Source: an optimization exercise on an open RTL-to-GDS flow (aim: small area and a short achievable clock period). Production flows keep margins and buffers that such runs may drop. In this exercise RTL edits were held to simulation tests only and were not proved equivalent to the original. Power figures rest on the tool's default switching activity, not on a simulated workload.

==> flow/design.v (excerpt) <==
module melody_player #(
    parameter int  NOTES    = 32,
    parameter int  HP_W     = 20,
    parameter int  DUR_W    = 16,
    parameter int  TICK_DIV = 16,
    parameter int  GAP_W    = 16,
    localparam int AW       = $clog2(NOTES)
) (
    input  logic             clk,
    input  logic             rst_n,
    input  logic             enable,
    input  logic             mode_loop,
    input  logic             octave_down,
    input  logic [AW:0]      seq_len,
    input  logic [GAP_W-1:0] gap_ticks,
    input  logic             wr_en,
    input  logic [AW-1:0]    wr_addr,
    input  logic [HP_W-1:0]  wr_half,
    input  logic [DUR_W-1:0] wr_dur,
    output logic             tone,
    output logic             busy,
    output logic [AW-1:0]    step,
    output logic             done
);
Size: roughly 3500 cells after synthesis, ~1400 flip-flops, ~77 I/O pins, roughly 43000 µm² of cells after synthesis.
clock: 6.0 ns
lec_check: 0
cap_margin: 20
core_margin: 2
core_utilization: 40
cts_buf_list: sky130_fd_sc_hd__clkbuf_8
cts_cluster_diameter: 60
cts_cluster_size: 16
place_density: 0.7
setup_slack_margin: 3.5
slew_margin: 20
synth_hierarchical: 1
synth_minimum_keep_size: 0
standard.sh (not shown) runs the stock make flow with config.mk's settings and CLKGATE_MAP_FILE= SYNTH_SCRIPT=/design/flow/synth_recipe.tcl, a recipe that flattens the netlist after the stock synthesis.
==> flow/flow/run.sh <==
#!/bin/bash
# Layout flow: the standard ORFS flow (standard.sh) with two changes:
#  - buffer_ports makes the port buffers of plain buffers (buf_2) rather than
#    the delay cells it picks by default;
#  - the half and full adder cells join the platform's DONT_USE_CELLS, so
#    synthesis leaves adders as plain gates for abc (ORFS's own behaviour when
#    those cells are on the list) and no later step places them.
# The make output goes to flow_standard.log; ORFS's own logs are under orfs/logs.
set -euo pipefail
export BUFFER_PORTS_ARGS="-buffer_cell sky130_fd_sc_hd__buf_2"
PLATFORM_DONT_USE="sky130_fd_sc_hd__probe_p_8 sky130_fd_sc_hd__probec_p_8 sky130_fd_sc_hd__lpflow_bleeder_1 sky130_fd_sc_hd__lpflow_clkbufkapwr_1 sky130_fd_sc_hd__lpflow_clkbufkapwr_16 sky130_fd_sc_hd__lpflow_clkbufkapwr_2 sky130_fd_sc_hd__lpflow_clkbufkapwr_4 sky130_fd_sc_hd__lpflow_clkbufkapwr_8 sky130_fd_sc_hd__lpflow_clkinvkapwr_1 sky130_fd_sc_hd__lpflow_clkinvkapwr_16 sky130_fd_sc_hd__lpflow_clkinvkapwr_2 sky130_fd_sc_hd__lpflow_clkinvkapwr_4 sky130_fd_sc_hd__lpflow_clkinvkapwr_8 sky130_fd_sc_hd__lpflow_decapkapwr_12 sky130_fd_sc_hd__lpflow_decapkapwr_3 sky130_fd_sc_hd__lpflow_decapkapwr_4 sky130_fd_sc_hd__lpflow_decapkapwr_6 sky130_fd_sc_hd__lpflow_decapkapwr_8 sky130_fd_sc_hd__lpflow_inputiso0n_1 sky130_fd_sc_hd__lpflow_inputiso0p_1 sky130_fd_sc_hd__lpflow_inputiso1n_1 sky130_fd_sc_hd__lpflow_inputiso1p_1 sky130_fd_sc_hd__lpflow_inputisolatch_1 sky130_fd_sc_hd__lpflow_isobufsrc_1 sky130_fd_sc_hd__lpflow_isobufsrc_16 sky130_fd_sc_hd__lpflow_isobufsrc_2 sky130_fd_sc_hd__lpflow_isobufsrc_4 sky130_fd_sc_hd__lpflow_isobufsrc_8 sky130_fd_sc_hd__lpflow_isobufsrckapwr_16 sky130_fd_sc_hd__lpflow_lsbuf_lh_hl_isowell_tap_1 sky130_fd_sc_hd__lpflow_lsbuf_lh_hl_isowell_tap_2 sky130_fd_sc_hd__lpflow_lsbuf_lh_hl_isowell_tap_4 sky130_fd_sc_hd__lpflow_lsbuf_lh_isowell_4 sky130_fd_sc_hd__lpflow_lsbuf_lh_isowell_tap_1 sky130_fd_sc_hd__lpflow_lsbuf_lh_isowell_tap_2 sky130_fd_sc_hd__lpflow_lsbuf_lh_isowell_tap_4"
ADDERS="sky130_fd_sc_hd__ha_1 sky130_fd_sc_hd__ha_2 sky130_fd_sc_hd__ha_4 sky130_fd_sc_hd__fa_1 sky130_fd_sc_hd__fa_2 sky130_fd_sc_hd__fa_4"
bash standard.sh "DONT_USE_CELLS=$PLATFORM_DONT_USE $ADDERS" finish > flow_standard.log 2>&1
The first run ran to the end with no violations.
Change:
- PLACE_DENSITY: 0.7 -> not set
What happened: Power went up slightly. Clock skew shrinks by 0.0078 ns. Fmax barely changes. Non-clock buffer count came out lower by 1. Die area does not change. Hold slack gets better by 0.0037 ns. Routed wire length came out higher by a few percent. Worst setup slack hardly moves. Count of clock-buffer cells in the layout grows by 4. Final area is about the same.

[what the ideal ports hide]
How much do the figures lean on ideal ports? The routed layouts below were timed once more, with nothing changed but the port constraints. Step 1 assumes that a clkbuf_16 drives the clock port and a buf_2 every other input. Step 2, shift: input delay + t, output delay - t, t = (earliest + latest rising clock arrival at the registers) / 2. This alone moves slack from input paths to output paths. Slacks: ideal / step 1 / step 2; pairs: ideal / step 1.
run	t, ns	setup slack, ns	hold slack, ns
the first run	0.849	3.461 / 3.391 / 2.662	0.378 / 0.378 / 0.378
the second run	0.845	3.462 / 3.412 / 2.653	0.382 / 0.382 / 0.382
After both steps setup and hold are still met in every run listed. For the second run, which loses most, drivers alone change the setup slack by -0.050 ns; drivers and shift together by -0.809 ns.
